Background: an optimization exercise with open tools, aiming at small area. Do not read the settings as production practice. The RTL was checked by simulation tests, not by an equivalence proof against the original design.

==> v6 <==
Design cordic, start of the top module:
module cordic
(
  input  logic               clk,
  input  logic               reset,
  input  logic               enable,
  input  logic signed [30:0] i_xval,
  input  logic signed [30:0] i_yval,
  input  logic        [11:0] i_phase,
  output logic signed [31:0] o_xval,
  output logic signed [31:0] o_yval
);
  logic [3:0] cnt;
  always_ff @(posedge clk) begin
    if (reset) cnt <= '0;
    else if (enable && cnt != 4'd12) cnt <= cnt + 4'd1;
  end
  logic [31:0] ax, ay;
  logic [1:0]  aq;
  logic [9:0]  ap;
  logic        qd_x, qd_y, mi_x, mi_y;
  assign qd_x = (i_phase[11:10] == 2'd2);
  assign qd_y = (i_phase[11:10] == 2'd1);
  always_comb begin
    case ({i_phase[11:10], ~i_phase[9]})
      3'd0: {mi_x, mi_y} = 2'b01;
      3'd1: {mi_x, mi_y} = 2'b10;
      3'd2: {mi_x, mi_y} = 2'b11;
      3'd3: {mi_x, mi_y} = 2'b00;
      3'd4: {mi_x, mi_y} = 2'b10;
      3'd5: {mi_x, mi_y} = 2'b01;
      3'd6: {mi_x, mi_y} = 2'b00;
      3'd7: {mi_x, mi_y} = 2'b11;
      default: {mi_x, mi_y} = 2'b00;
    endcase
  end
  always_ff @(posedge clk) begin
    if (enable) begin
      ax <= ({i_xval[30], i_xval} - {31'd0, qd_x}) ^ {32{mi_x}};
      ay <= ({i_yval[30], i_yval} - {31'd0, qd_y}) ^ {32{mi_y}};
      aq <= i_phase[11:10];
      ap <= i_phase[9:0];
    end
  end
  logic        n1;
  logic        c_x, c_y, dx;
  logic signed [15:0] r1, r2;
  assign r1 = {2'b00, ap, 4'b0000} - 16'd8192;
  assign n1 = r1[15];
  assign r2 = n1 ? r1 + 16'sd4836 : r1 - 16'sd4836;
  always_comb begin
  ...
export LEC_CHECK = 0
export CAP_MARGIN = 20
export CORE_MARGIN = 2
export CORE_UTILIZATION = 55
export CTS_BUF_LIST = sky130_fd_sc_hd__clkbuf_16
export CTS_CLUSTER_DIAMETER = 90
export CTS_CLUSTER_SIZE = 24
export SLEW_MARGIN = 20
export SYNTH_HIERARCHICAL = 1
export SYNTH_MINIMUM_KEEP_SIZE = 0
create_clock -name core_clock -period 5.0 [get_ports {clk}]
standard.sh (not shown) runs the stock make flow with config.mk's settings and CLKGATE_MAP_FILE= SYNTH_SCRIPT=/design/flow/synth_recipe.tcl, a recipe that flattens the netlist after the stock synthesis.
==> flow/flow/run.sh <==
#!/bin/bash
# The standard layout, with the port buffers made from the smallest buffer
# cell instead of the default delay buffer.  Each ORFS step writes its own log
# under orfs/logs; the make output goes to standard.log.
set -euo pipefail
export BUFFER_PORTS_ARGS="-buffer_cell sky130_fd_sc_hd__buf_1"
bash standard.sh > standard.log 2>&1
==> v27: changes against v6 <==
--- a/flow/design.v
+++ b/flow/design.v
@@ -1,8 +1,12 @@
 package cordic_pkg;
+  localparam int PW_DEF      = 12;
+  localparam int IW_DEF      = 31;
+  localparam int OW_DEF      = 32;
   localparam int NSTAGES_DEF = 11;
+  localparam int GUARD       = 3;
 endpackage
 module cc_xor (input logic a, input logic b, output logic y);
   assign y = a ^ b;
 endmodule
 module cc_xnor (input logic a, input logic b, output logic y);
   assign y = ~(a ^ b);
@@ -45,13 +49,18 @@
       cc_xor  u_s (.a(p), .b(c[i]), .y(s[i]));
     end
   end
   assign co = c[N];
 endmodule
 module cordic
-(
+#(
+  parameter int PW      = cordic_pkg::PW_DEF,
+  parameter int IW      = cordic_pkg::IW_DEF,
+  parameter int OW      = cordic_pkg::OW_DEF,
+  parameter int NSTAGES = cordic_pkg::NSTAGES_DEF
+) (
   input  logic               clk,
   input  logic               reset,
   input  logic               enable,
   input  logic signed [30:0] i_xval,
   input  logic signed [30:0] i_yval,
   input  logic        [11:0] i_phase,
==> flow/config.mk (replaced) <==
export PLATFORM = sky130hd
export DESIGN_NAME = cordic
export DESIGN_NICKNAME = cordic
export VERILOG_FILES = /design/flow/design.v
export SDC_FILE = /design/flow/constraint.sdc
export NUM_CORES = 4
export LEC_CHECK = 0
export CAP_MARGIN = 20
export CORE_MARGIN = 2
export CORE_UTILIZATION = 90
export CTS_BUF_LIST = sky130_fd_sc_hd__clkbuf_16
export CTS_CLUSTER_DIAMETER = 90
export CTS_CLUSTER_SIZE = 24
export SLEW_MARGIN = 20
export SYNTH_HIERARCHICAL = 1
export SYNTH_MINIMUM_KEEP_SIZE = 0
==> results.txt <==
v27 aborted during 5_1_grt. v6 passed the timing, design-rule and antenna checks. Synthesized cell count is the same in v6 and v27. In synthesized area, v6 and v27 do not differ.
==> figures <==
Placed wire-length estimate: v6 84800 um; v27 104000 um
Die Y: v6 336 um; v27 263 um
Status: v6 timing/DRC/antenna clean; v27 stopped before the end
Failing step: v6 -; v27 5_1_grt
Number of synthesis warnings: v6 23; v27 23
Number of top-level pins: v6 141; v27 141
Instance area after placement: v6 63100 um^2; v27 62400 um^2
Synth Cell Area: v6 60600 um^2; v27 60600 um^2
Dpl ws: v6 0.431 ns; v27 0.0535 ns
Total of cells resized after clock tree synthesis: v6 0; v27 5
Final weighted congestion in routability-driven placement: v6 0.819; v27 0.893
Number of buffers between clock root and the deepest sink: v6 3; v27 3
Number of clock buffers inserted by TritonCTS: v6 52; v27 47
Starting density of the core: v6 0.556; v27 0.905
IO buf count: v6 140; v27 140
Clock Sinks: v6 1002; v27 1002
Floorplan row count: v6 121; v27 95
Instance count after placement with tap cells included: v6 7072; v27 6518
Post-CTS Setup Bufs: v6 0; v27 2
Die Width: v6 336 um; v27 263 um

* * *

==> run a <==
==> flow/design.v <==
package cordic_pkg;
  localparam int NSTAGES_DEF = 11;
endpackage
module cordic_add #(parameter int N = 35) (
  input  logic [N-1:0] a,
  input  logic [N-1:0] b,
  input  logic         ci,
  output logic [N-1:0] s
);
  logic [N-1:0] p0, g0, G, P;
  integer i, j, l;
  assign p0 = a ^ b;
  assign g0 = a & b;
  always_comb begin
    G = g0;
    P = p0;
    G[0] = g0[0] | (p0[0] & ci);
    for (l = 1; l < N; l = l * 2)
      for (j = 0; j < N; j = j + 1)
        if ((j / l) % 2 == 1) begin
          G[j] = G[j] | (P[j] & G[(j/l)*l-1]);
          P[j] = P[j] & P[(j/l)*l-1];
        end
  end
  assign s = p0 ^ {G[N-2:0], ci};
endmodule
module cordic
(
  input  logic               clk,
  input  logic               reset,
  input  logic               enable,
  input  logic signed [30:0] i_xval,
  input  logic signed [30:0] i_yval,
  input  logic        [11:0] i_phase,
  output logic signed [31:0] o_xval,
  output logic signed [31:0] o_yval
);
  logic [3:0] cnt;
  always_ff @(posedge clk) begin
    if (reset) cnt <= '0;
    else if (enable && cnt != 4'd12) cnt <= cnt + 4'd1;
  end
  logic [31:0] ax, ay;
  logic [1:0]  aq;
  logic [9:0]  ap;
  logic        qd_x, qd_y;
  assign qd_x = (i_phase[11:10] == 2'd2);
  assign qd_y = (i_phase[11:10] == 2'd1);
  always_ff @(posedge clk) begin
    if (enable) begin
      ax <= {i_xval[30], i_xval} - {31'd0, qd_x};
      ay <= {i_yval[30], i_yval} - {31'd0, qd_y};
      aq <= i_phase[11:10];
      ap <= i_phase[9:0];
    end
  end
  logic        n1;
  logic        mx_x, my_x, c_x, mx_y, my_y, c_y;
  logic [31:0] hx, hy;
  logic signed [15:0] r1, r2;
  assign r1 = {2'b00, ap, 4'b0000} - 16'd8192;
  assign n1 = r1[15];
  assign r2 = n1 ? r1 + 16'sd4836 : r1 - 16'sd4836;
  always_comb begin
    case ({aq, n1})
      3'd0: {mx_x, my_x, c_x} = 3'b011;
      3'd1: {mx_x, my_x, c_x} = 3'b100;
      3'd2: {mx_x, my_x, c_x} = 3'b111;
      3'd3: {mx_x, my_x, c_x} = 3'b000;
      3'd4: {mx_x, my_x, c_x} = 3'b100;
      3'd5: {mx_x, my_x, c_x} = 3'b011;
      3'd6: {mx_x, my_x, c_x} = 3'b000;
      3'd7: {mx_x, my_x, c_x} = 3'b111;
      default: {mx_x, my_x, c_x} = 3'b000;
    endcase
    case (aq)
      2'd0: {mx_y, my_y, c_y} = 3'b000;
      2'd1: {mx_y, my_y, c_y} = 3'b010;
      2'd2: {mx_y, my_y, c_y} = 3'b111;
      2'd3: {mx_y, my_y, c_y} = 3'b101;
      default: {mx_y, my_y, c_y} = 3'b000;
    endcase
  end
  assign hx = (ax ^ {32{mx_x}}) + (ay ^ {32{my_x}}) + {31'd0, c_x};
  assign hy = (ax ^ {32{mx_y}}) + (ay ^ {32{my_y}}) + {31'd0, c_y};
  logic [34:0] xr [1:10];
  logic [34:0] yr [1:10];
  logic        nr [1:10];
  logic [32:0] fx, fy;   
  logic [11:0] rr2;   
  logic [12:0] rr3;   
  logic [10:0] rr4;   
  logic [10:0] rr5;   
  logic [9:0] rr6;   
  logic [7:0] rr7;   
  logic [7:0] rr8;   
  logic [5:0] rr9;   
  logic [4:0] rr10;   
  always_ff @(posedge clk) begin
    if (enable) begin
      xr[1] <= {hx, {3{n1}}};
      yr[1] <= {hy, 3'b000};
      nr[1] <= n1;
      rr2   <= r2[13:2];
    end
  end
  logic signed [13:0] rf2;
  assign rf2 = {rr2, 2'd0};
  logic nn1;
  assign nn1 = rf2[13];
  logic signed [14:0] rn3;
  assign rn3 = nn1 ? rf2 + 15'sd2555 : rf2 - 15'sd2555;
  logic signed [34:0] xq1, yq1;
  logic [34:0] xs1, ys1, xn1, yn1;
  assign xq1 = xr[1];
  assign yq1 = yr[1];
  assign xs1 = xq1 >>> 1;
  assign ys1 = yq1 >>> 1;
  cordic_add #(.N(35)) u_ax1 (.a(xr[1]), .b(~ys1), .ci(1'b1), .s(xn1));
  cordic_add #(.N(35)) u_ay1 (.a(yr[1]), .b(xs1), .ci(nr[1]), .s(yn1));
  always_ff @(posedge clk) begin
    if (enable) begin
      xr[2] <= xn1 ^ {35{nr[1] ^ nn1}};
      yr[2] <= yn1;
      nr[2] <= nn1;
      rr3 <= rn3[12:0];
    end
  end
  logic signed [12:0] rf3;
  assign rf3 = rr3;
  logic nn2;
  assign nn2 = rf3[12];
  logic signed [13:0] rn4;
  assign rn4 = nn2 ? rf3 + 14'sd1297 : rf3 - 14'sd1297;
  logic signed [34:0] xq2, yq2;
  logic [34:0] xs2, ys2, xn2, yn2;
  assign xq2 = xr[2];
  assign yq2 = yr[2];
  assign xs2 = xq2 >>> 2;
  assign ys2 = yq2 >>> 2;
  cordic_add #(.N(35)) u_ax2 (.a(xr[2]), .b(~ys2), .ci(1'b1), .s(xn2));
  cordic_add #(.N(35)) u_ay2 (.a(yr[2]), .b(xs2), .ci(nr[2]), .s(yn2));
  always_ff @(posedge clk) begin
    if (enable) begin
      xr[3] <= xn2 ^ {35{nr[2] ^ nn2}};
      yr[3] <= yn2;
      nr[3] <= nn2;
      rr4 <= rn4[11:1];
    end
  end
  logic signed [11:0] rf4;
  assign rf4 = {rr4, 1'd0};
  logic nn3;
  assign nn3 = rf4[11];
  logic signed [12:0] rn5;
  assign rn5 = nn3 ? rf4 + 13'sd651 : rf4 - 13'sd651;
  logic signed [34:0] xq3, yq3;
  logic [34:0] xs3, ys3, xn3, yn3;
  assign xq3 = xr[3];
  assign yq3 = yr[3];
  assign xs3 = xq3 >>> 3;
  assign ys3 = yq3 >>> 3;
  cordic_add #(.N(35)) u_ax3 (.a(xr[3]), .b(~ys3), .ci(1'b1), .s(xn3));
  cordic_add #(.N(35)) u_ay3 (.a(yr[3]), .b(xs3), .ci(nr[3]), .s(yn3));
  always_ff @(posedge clk) begin
    if (enable) begin
      xr[4] <= xn3 ^ {35{nr[3] ^ nn3}};
      yr[4] <= yn3;
      nr[4] <= nn3;
      rr5 <= rn5[10:0];
    end
  end
  logic signed [10:0] rf5;
  assign rf5 = rr5;
  logic nn4;
  assign nn4 = rf5[10];
  logic signed [11:0] rn6;
  assign rn6 = nn4 ? rf5 + 12'sd326 : rf5 - 12'sd326;
  logic signed [34:0] xq4, yq4;
  logic [34:0] xs4, ys4, xn4, yn4;
  assign xq4 = xr[4];
  assign yq4 = yr[4];
  assign xs4 = xq4 >>> 4;
  assign ys4 = yq4 >>> 4;
  cordic_add #(.N(35)) u_ax4 (.a(xr[4]), .b(~ys4), .ci(1'b1), .s(xn4));
  cordic_add #(.N(35)) u_ay4 (.a(yr[4]), .b(xs4), .ci(nr[4]), .s(yn4));
  always_ff @(posedge clk) begin
    if (enable) begin
      xr[5] <= xn4 ^ {35{nr[4] ^ nn4}};
      yr[5] <= yn4;
      nr[5] <= nn4;
      rr6 <= rn6[9:0];
    end
  end
  logic signed [9:0] rf6;
  assign rf6 = rr6;
  logic nn5;
  assign nn5 = rf6[9];
  logic signed [10:0] rn7;
  assign rn7 = nn5 ? rf6 + 11'sd163 : rf6 - 11'sd163;
  logic signed [34:0] xq5, yq5;
  logic [34:0] xs5, ys5, xn5, yn5;
  assign xq5 = xr[5];
  assign yq5 = yr[5];
  assign xs5 = xq5 >>> 5;
  assign ys5 = yq5 >>> 5;
  cordic_add #(.N(35)) u_ax5 (.a(xr[5]), .b(~ys5), .ci(1'b1), .s(xn5));
  cordic_add #(.N(35)) u_ay5 (.a(yr[5]), .b(xs5), .ci(nr[5]), .s(yn5));
  always_ff @(posedge clk) begin
    if (enable) begin
      xr[6] <= xn5 ^ {35{nr[5] ^ nn5}};
      yr[6] <= yn5;
      nr[6] <= nn5;
      rr7 <= rn7[8:1];
    end
  end
  logic signed [8:0] rf7;
  assign rf7 = {rr7, 1'd0};
  logic nn6;
  assign nn6 = rf7[8];
  logic signed [9:0] rn8;
  assign rn8 = nn6 ? rf7 + 10'sd81 : rf7 - 10'sd81;
  logic signed [34:0] xq6, yq6;
  logic [34:0] xs6, ys6, xn6, yn6;
  assign xq6 = xr[6];
  assign yq6 = yr[6];
  assign xs6 = xq6 >>> 6;
  assign ys6 = yq6 >>> 6;
  cordic_add #(.N(35)) u_ax6 (.a(xr[6]), .b(~ys6), .ci(1'b1), .s(xn6));
  cordic_add #(.N(35)) u_ay6 (.a(yr[6]), .b(xs6), .ci(nr[6]), .s(yn6));
  always_ff @(posedge clk) begin
    if (enable) begin
      xr[7] <= xn6 ^ {35{nr[6] ^ nn6}};
      yr[7] <= yn6;
      nr[7] <= nn6;
      rr8 <= rn8[7:0];
    end
  end
  logic signed [7:0] rf8;
  assign rf8 = rr8;
  logic nn7;
  assign nn7 = rf8[7];
  logic signed [8:0] rn9;
  assign rn9 = nn7 ? rf8 + 9'sd41 : rf8 - 9'sd41;
  logic signed [34:0] xq7, yq7;
  logic [34:0] xs7, ys7, xn7, yn7;
  assign xq7 = xr[7];
  assign yq7 = yr[7];
  assign xs7 = xq7 >>> 7;
  assign ys7 = yq7 >>> 7;
  cordic_add #(.N(35)) u_ax7 (.a(xr[7]), .b(~ys7), .ci(1'b1), .s(xn7));
  cordic_add #(.N(35)) u_ay7 (.a(yr[7]), .b(xs7), .ci(nr[7]), .s(yn7));
  always_ff @(posedge clk) begin
    if (enable) begin
      xr[8] <= xn7 ^ {35{nr[7] ^ nn7}};
      yr[8] <= yn7;
      nr[8] <= nn7;
      rr9 <= rn9[6:1];
    end
  end
  logic signed [6:0] rf9;
  assign rf9 = {rr9, 1'd0};
  logic nn8;
  assign nn8 = rf9[6];
  logic signed [7:0] rn10;
  assign rn10 = nn8 ? rf9 + 8'sd20 : rf9 - 8'sd20;
  logic signed [34:0] xq8, yq8;
  logic [34:0] xs8, ys8, xn8, yn8;
  assign xq8 = xr[8];
  assign yq8 = yr[8];
  assign xs8 = xq8 >>> 8;
  assign ys8 = yq8 >>> 8;
  cordic_add #(.N(35)) u_ax8 (.a(xr[8]), .b(~ys8), .ci(1'b1), .s(xn8));
  cordic_add #(.N(35)) u_ay8 (.a(yr[8]), .b(xs8), .ci(nr[8]), .s(yn8));
  always_ff @(posedge clk) begin
    if (enable) begin
      xr[9] <= xn8 ^ {35{nr[8] ^ nn8}};
      yr[9] <= yn8;
      nr[9] <= nn8;
      rr10 <= rn10[5:1];
    end
  end
  logic signed [5:0] rf10;
  assign rf10 = {rr10, 1'd0};
  logic nn9;
  assign nn9 = rf10[5];
  logic signed [34:0] xq9, yq9;
  logic [34:0] xs9, ys9, xn9, yn9;
  assign xq9 = xr[9];
  assign yq9 = yr[9];
  assign xs9 = xq9 >>> 9;
  assign ys9 = yq9 >>> 9;
  cordic_add #(.N(35)) u_ax9 (.a(xr[9]), .b(~ys9), .ci(1'b1), .s(xn9));
  cordic_add #(.N(35)) u_ay9 (.a(yr[9]), .b(xs9), .ci(nr[9]), .s(yn9));
  always_ff @(posedge clk) begin
    if (enable) begin
      xr[10] <= xn9 ^ {35{nr[9] ^ nn9}};
      yr[10] <= yn9;
      nr[10] <= nn9;
    end
  end
  logic signed [34:0] xq10, yq10;
  logic [34:0] xs10, ys10, xn10, yn10;
  assign xq10 = xr[10];
  assign yq10 = yr[10];
  assign xs10 = xq10 >>> 10;
  assign ys10 = yq10 >>> 10;
  cordic_add #(.N(35)) u_ax10 (.a(xr[10]), .b(~ys10), .ci(1'b1), .s(xn10));
  cordic_add #(.N(35)) u_ay10 (.a(yr[10]), .b(xs10), .ci(nr[10]), .s(yn10));
  always_ff @(posedge clk) begin
    if (enable) begin
      fx <= xn10[34:2] ^ {33{nr[10]}};
      fy <= yn10[34:2];
    end
  end
  always_ff @(posedge clk) begin
    if (reset) begin
      o_xval <= '0;
      o_yval <= '0;
    end else if (enable) begin
      if (cnt == 4'd12) begin
        o_xval <= fx[32:1] + {31'd0, fx[0]};
        o_yval <= fy[32:1] + {31'd0, fy[0]};
      end else begin
        o_xval <= '0;
        o_yval <= '0;
      end
    end
  end
endmodule
==> flow/run.sh <==
#!/bin/bash
# synth_recipe.tcl (not shown) runs the flow's synth.tcl, then flattens the netlist and writes it again
# the make line also repeats each setting of config.mk as NAME=value (left out here)
make -C /OpenROAD-flow-scripts/flow DESIGN_CONFIG=/design/flow/config.mk WORK_HOME=/design/flow/orfs CLKGATE_MAP_FILE= SYNTH_SCRIPT=/design/flow/synth_recipe.tcl finish
==> flow/config.mk <==
export PLATFORM = sky130hd
export DESIGN_NAME = cordic
export DESIGN_NICKNAME = cordic
export VERILOG_FILES = /design/flow/design.v
export SDC_FILE = /design/flow/constraint.sdc
export NUM_CORES = 4
export LEC_CHECK = 0
export CAP_MARGIN = 20
export CORE_MARGIN = 2
export CORE_UTILIZATION = 40
export CTS_BUF_LIST = sky130_fd_sc_hd__clkbuf_4 sky130_fd_sc_hd__clkbuf_8
export SLEW_MARGIN = 20
==> flow/constraint.sdc <==
create_clock -name core_clock -period 5.0 [get_ports {clk}]
set_input_delay 1.0000 -clock core_clock [delete_from_list [all_inputs] [get_ports {clk}]]
set_output_delay 1.0000 -clock core_clock [all_outputs]
set_load 0.01 [all_outputs]
==> run b (differences from run a) <==
- CORE_UTILIZATION: 40 -> 60
- CTS_BUF_LIST: sky130_fd_sc_hd__clkbuf_4 sky130_fd_sc_hd__clkbuf_8 -> sky130_fd_sc_hd__clkbuf_8
==> run c (differences from run a) <==
==> flow/design.v, changed modules only <==
module cordic_stage (input logic a, output logic y);
  assign y = a;
endmodule
module cordic
(
  input  logic               clk,
  input  logic               reset,
  input  logic               enable,
  input  logic signed [30:0] i_xval,
  input  logic signed [30:0] i_yval,
  input  logic        [11:0] i_phase,
  output logic signed [31:0] o_xval,
  output logic signed [31:0] o_yval
);
  logic [3:0] cnt;
  always_ff @(posedge clk) begin
    if (reset) cnt <= '0;
    else if (enable && cnt != 4'd12) cnt <= cnt + 4'd1;
  end
  logic [31:0] ax, ay;
  logic [1:0]  aq;
  logic [9:0]  ap;
  logic        qd_x, qd_y;
  assign qd_x = (i_phase[11:10] == 2'd2);
  assign qd_y = (i_phase[11:10] == 2'd1);
  always_ff @(posedge clk) begin
    if (enable) begin
      ax <= {i_xval[30], i_xval} - {31'd0, qd_x};
      ay <= {i_yval[30], i_yval} - {31'd0, qd_y};
      aq <= i_phase[11:10];
      ap <= i_phase[9:0];
    end
  end
  logic        n1;
  logic        mx_x, my_x, c_x, mx_y, my_y, c_y;
  logic [31:0] hx, hy;
  logic signed [15:0] r1, r2;
  assign r1 = {2'b00, ap, 4'b0000} - 16'd8192;
  assign n1 = r1[15];
  assign r2 = n1 ? r1 + 16'sd4836 : r1 - 16'sd4836;
  always_comb begin
    case ({aq, n1})
      3'd0: {mx_x, my_x, c_x} = 3'b011;
      3'd1: {mx_x, my_x, c_x} = 3'b100;
      3'd2: {mx_x, my_x, c_x} = 3'b111;
      3'd3: {mx_x, my_x, c_x} = 3'b000;
      3'd4: {mx_x, my_x, c_x} = 3'b100;
      3'd5: {mx_x, my_x, c_x} = 3'b011;
      3'd6: {mx_x, my_x, c_x} = 3'b000;
      3'd7: {mx_x, my_x, c_x} = 3'b111;
      default: {mx_x, my_x, c_x} = 3'b000;
    endcase
    case (aq)
      2'd0: {mx_y, my_y, c_y} = 3'b000;
      2'd1: {mx_y, my_y, c_y} = 3'b010;
      2'd2: {mx_y, my_y, c_y} = 3'b111;
      2'd3: {mx_y, my_y, c_y} = 3'b101;
      default: {mx_y, my_y, c_y} = 3'b000;
    endcase
  end
  assign hx = (ax ^ {32{mx_x}}) + (ay ^ {32{my_x}}) + {31'd0, c_x};
  assign hy = (ax ^ {32{mx_y}}) + (ay ^ {32{my_y}}) + {31'd0, c_y};
  logic [34:0] xr [1:10];
  logic [34:0] yr [1:10];
  logic        nr [1:10];
  logic [32:0] fx, fy;   
  logic [11:0] rr2;   
  logic [12:0] rr3;   
  logic [10:0] rr4;   
  logic [10:0] rr5;   
  logic [9:0] rr6;   
  logic [7:0] rr7;   
  logic [7:0] rr8;   
  logic [5:0] rr9;   
  logic [4:0] rr10;   
  always_ff @(posedge clk) begin
    if (enable) begin
      xr[1] <= {hx, {3{n1}}};
      yr[1] <= {hy, 3'b000};
      nr[1] <= n1;
      rr2   <= r2[13:2];
    end
  end
  logic signed [13:0] rf2;
  assign rf2 = {rr2, 2'd0};
  logic nn1;
  assign nn1 = rf2[13];
  logic signed [14:0] rn3;
  assign rn3 = nn1 ? rf2 + 15'sd2555 : rf2 - 15'sd2555;
  logic signed [34:0] xq1, yq1;
  logic [34:0] xs1, ys1, xn1, yn1;
  assign xq1 = xr[1];
  assign yq1 = yr[1];
  assign xs1 = xq1 >>> 1;
  assign ys1 = yq1 >>> 1;
  assign xn1 = xr[1] - ys1;
  assign yn1 = yr[1] + xs1 + {34'd0, nr[1]};
  always_ff @(posedge clk) begin
    if (enable) begin
      xr[2] <= xn1 ^ {35{nr[1] ^ nn1}};
      yr[2] <= yn1;
      nr[2] <= nn1;
      rr3 <= rn3[12:0];
    end
  end
  logic signed [12:0] rf3;
  assign rf3 = rr3;
  logic nn2;
  assign nn2 = rf3[12];
  logic signed [13:0] rn4;
  assign rn4 = nn2 ? rf3 + 14'sd1297 : rf3 - 14'sd1297;
  logic signed [34:0] xq2, yq2;
  logic [34:0] xs2, ys2, xn2, yn2;
  assign xq2 = xr[2];
  assign yq2 = yr[2];
  assign xs2 = xq2 >>> 2;
  assign ys2 = yq2 >>> 2;
  assign xn2 = xr[2] - ys2;
  assign yn2 = yr[2] + xs2 + {34'd0, nr[2]};
  always_ff @(posedge clk) begin
    if (enable) begin
      xr[3] <= xn2 ^ {35{nr[2] ^ nn2}};
      yr[3] <= yn2;
      nr[3] <= nn2;
      rr4 <= rn4[11:1];
    end
  end
  logic signed [11:0] rf4;
  assign rf4 = {rr4, 1'd0};
  logic nn3;
  assign nn3 = rf4[11];
  logic signed [12:0] rn5;
  assign rn5 = nn3 ? rf4 + 13'sd651 : rf4 - 13'sd651;
  logic signed [34:0] xq3, yq3;
  logic [34:0] xs3, ys3, xn3, yn3;
  assign xq3 = xr[3];
  assign yq3 = yr[3];
  assign xs3 = xq3 >>> 3;
  assign ys3 = yq3 >>> 3;
  assign xn3 = xr[3] - ys3;
  assign yn3 = yr[3] + xs3 + {34'd0, nr[3]};
  always_ff @(posedge clk) begin
    if (enable) begin
      xr[4] <= xn3 ^ {35{nr[3] ^ nn3}};
      yr[4] <= yn3;
      nr[4] <= nn3;
      rr5 <= rn5[10:0];
    end
  end
  logic signed [10:0] rf5;
  assign rf5 = rr5;
  logic nn4;
  assign nn4 = rf5[10];
  logic signed [11:0] rn6;
  assign rn6 = nn4 ? rf5 + 12'sd326 : rf5 - 12'sd326;
  logic signed [34:0] xq4, yq4;
  logic [34:0] xs4, ys4, xn4, yn4;
  assign xq4 = xr[4];
  assign yq4 = yr[4];
  assign xs4 = xq4 >>> 4;
  assign ys4 = yq4 >>> 4;
  assign xn4 = xr[4] - ys4;
  assign yn4 = yr[4] + xs4 + {34'd0, nr[4]};
  always_ff @(posedge clk) begin
    if (enable) begin
      xr[5] <= xn4 ^ {35{nr[4] ^ nn4}};
      yr[5] <= yn4;
      nr[5] <= nn4;
      rr6 <= rn6[9:0];
    end
  end
  logic signed [9:0] rf6;
  assign rf6 = rr6;
  logic nn5;
  assign nn5 = rf6[9];
  logic signed [10:0] rn7;
  assign rn7 = nn5 ? rf6 + 11'sd163 : rf6 - 11'sd163;
  logic signed [34:0] xq5, yq5;
  logic [34:0] xs5, ys5, xn5, yn5;
  assign xq5 = xr[5];
  assign yq5 = yr[5];
  assign xs5 = xq5 >>> 5;
  assign ys5 = yq5 >>> 5;
  assign xn5 = xr[5] - ys5;
  assign yn5 = yr[5] + xs5 + {34'd0, nr[5]};
  always_ff @(posedge clk) begin
    if (enable) begin
      xr[6] <= xn5 ^ {35{nr[5] ^ nn5}};
      yr[6] <= yn5;
      nr[6] <= nn5;
      rr7 <= rn7[8:1];
    end
  end
  logic signed [8:0] rf7;
  assign rf7 = {rr7, 1'd0};
  logic nn6;
  assign nn6 = rf7[8];
  logic signed [9:0] rn8;
  assign rn8 = nn6 ? rf7 + 10'sd81 : rf7 - 10'sd81;
  logic signed [34:0] xq6, yq6;
  logic [34:0] xs6, ys6, xn6, yn6;
  assign xq6 = xr[6];
  assign yq6 = yr[6];
  assign xs6 = xq6 >>> 6;
  assign ys6 = yq6 >>> 6;
  assign xn6 = xr[6] - ys6;
  assign yn6 = yr[6] + xs6 + {34'd0, nr[6]};
  always_ff @(posedge clk) begin
    if (enable) begin
      xr[7] <= xn6 ^ {35{nr[6] ^ nn6}};
      yr[7] <= yn6;
      nr[7] <= nn6;
      rr8 <= rn8[7:0];
    end
  end
  logic signed [7:0] rf8;
  assign rf8 = rr8;
  logic nn7;
  assign nn7 = rf8[7];
  logic signed [8:0] rn9;
  assign rn9 = nn7 ? rf8 + 9'sd41 : rf8 - 9'sd41;
  logic signed [34:0] xq7, yq7;
  logic [34:0] xs7, ys7, xn7, yn7;
  assign xq7 = xr[7];
  assign yq7 = yr[7];
  assign xs7 = xq7 >>> 7;
  assign ys7 = yq7 >>> 7;
  assign xn7 = xr[7] - ys7;
  assign yn7 = yr[7] + xs7 + {34'd0, nr[7]};
  always_ff @(posedge clk) begin
    if (enable) begin
      xr[8] <= xn7 ^ {35{nr[7] ^ nn7}};
      yr[8] <= yn7;
      nr[8] <= nn7;
      rr9 <= rn9[6:1];
    end
  end
  logic signed [6:0] rf9;
  assign rf9 = {rr9, 1'd0};
  logic nn8;
  assign nn8 = rf9[6];
  logic signed [7:0] rn10;
  assign rn10 = nn8 ? rf9 + 8'sd20 : rf9 - 8'sd20;
  logic signed [34:0] xq8, yq8;
  logic [34:0] xs8, ys8, xn8, yn8;
  assign xq8 = xr[8];
  assign yq8 = yr[8];
  assign xs8 = xq8 >>> 8;
  assign ys8 = yq8 >>> 8;
  assign xn8 = xr[8] - ys8;
  assign yn8 = yr[8] + xs8 + {34'd0, nr[8]};
  always_ff @(posedge clk) begin
    if (enable) begin
      xr[9] <= xn8 ^ {35{nr[8] ^ nn8}};
      yr[9] <= yn8;
      nr[9] <= nn8;
      rr10 <= rn10[5:1];
    end
  end
  logic signed [5:0] rf10;
  assign rf10 = {rr10, 1'd0};
  logic nn9;
  assign nn9 = rf10[5];
  logic signed [34:0] xq9, yq9;
  logic [34:0] xs9, ys9, xn9, yn9;
  assign xq9 = xr[9];
  assign yq9 = yr[9];
  assign xs9 = xq9 >>> 9;
  assign ys9 = yq9 >>> 9;
  assign xn9 = xr[9] - ys9;
  assign yn9 = yr[9] + xs9 + {34'd0, nr[9]};
  always_ff @(posedge clk) begin
    if (enable) begin
      xr[10] <= xn9 ^ {35{nr[9] ^ nn9}};
      yr[10] <= yn9;
      nr[10] <= nn9;
    end
  end
  logic signed [34:0] xq10, yq10;
  logic [34:0] xs10, ys10, xn10, yn10;
  assign xq10 = xr[10];
  assign yq10 = yr[10];
  assign xs10 = xq10 >>> 10;
  assign ys10 = yq10 >>> 10;
  assign xn10 = xr[10] - ys10;
  assign yn10 = yr[10] + xs10 + {34'd0, nr[10]};
  always_ff @(posedge clk) begin
    if (enable) begin
      fx <= xn10[34:2] ^ {33{nr[10]}};
      fy <= yn10[34:2];
    end
  end
  always_ff @(posedge clk) begin
    if (reset) begin
      o_xval <= '0;
      o_yval <= '0;
    end else if (enable) begin
      if (cnt == 4'd12) begin
        o_xval <= fx[32:1] + {31'd0, fx[0]};
        o_yval <= fy[32:1] + {31'd0, fy[0]};
      end else begin
        o_xval <= '0;
        o_yval <= '0;
      end
    end
  end
endmodule
// module cordic_add removed
- CTS_BUF_LIST: sky130_fd_sc_hd__clkbuf_4 sky130_fd_sc_hd__clkbuf_8 -> default
==> run d (differences from run a) <==
- CTS_BUF_LIST: sky130_fd_sc_hd__clkbuf_4 sky130_fd_sc_hd__clkbuf_8 -> default
==> comparison table <==
Global-route track usage on met1: run d 0.155; run c 0.163; run b 0.206; run a 0.154
Area occupied by multi-input gates: run d 37,100 sq um; run c 43,100 sq um; run b 37,100 sq um; run a 37,100 sq um
Run status: run d timing/DRC/antenna clean; run c timing/DRC/antenna clean; run b timing/DRC/antenna clean; run a timing/DRC/antenna clean
Core region area: run d 169,000 sq um; run c 183,000 sq um; run b 112,000 sq um; run a 169,000 sq um
Endpoint, Worst Hold: run d cnt[1]$_SDFFE_PP0P_; run c o_yval[31]$_SDFFE_PP0P_; run b cnt[1]$_SDFFE_PP0P_; run a cnt[1]$_SDFFE_PP0P_
Crit path max fanout: run d 25; run c 11; run b 33; run a 25
Placed instance area: run d 72,500 sq um; run c 78,900 sq um; run b 71,700 sq um; run a 72,500 sq um
Simple-gate portion of the synthesized area: run d 0.0792; run c 0.110; run b 0.0792; run a 0.0792
Share of cell area taken by muxes after synthesis: run d 0.000588; run c 0.000541; run b 0.000588; run a 0.000588
Worst slew slack as a fraction of its limit: run d 0.310; run c 0.403; run b 0.353; run a 0.317
Startpoint of the most critical setup path: run d aq[0]$_DFFE_PP_; run c aq[0]$_DFFE_PP_; run b ap[9]$_DFFE_PP_; run a aq[0]$_DFFE_PP_
Worst slack at placement: run d 268 ps; run c 258 ps; run b 426 ps; run a 268 ps
Bufs w/o clock: run d 178; run c 195; run b 184; run a 178

re-timing with driven ports:
The flow's constraints put no driver on any port. The routed layouts listed below were extracted and timed again, unchanged, in two steps. Step 1 assumes that a clkbuf_16 drives the clock port and a buf_2 every other input. Step 2 also shifts input and output timing later by t, the mid clock arrival at the registers, as if the neighbouring blocks saw the same clock. Slacks: no drivers / after step 1 / after step 2; pairs: no drivers / after step 1.
| run | t (ns) | setup WS [ns] | hold WS [ns] | worst setup path at the end |
|---|---|---|---|---|
| v6 | 0.718 | 0.432 / 0.432 / 0.432 | 0.422 / 0.422 / 0.422 | register to register |
| run a | 0.941 | 0.468 / 0.468 / 0.468 | 0.497 / 0.497 / 0.497 | register to register |
| run b | 0.908 | 0.392 / 0.392 / 0.392 | 0.504 / 0.504 / 0.504 | register to register |
| run c | 0.826 | 0.323 / 0.323 / 0.323 | 0.451 / 0.451 / 0.451 | register to register |
| run d | 0.800 | 0.505 / 0.505 / 0.505 | 0.499 / 0.499 / 0.499 | register to register |
After both steps setup and hold are still met in every run listed.
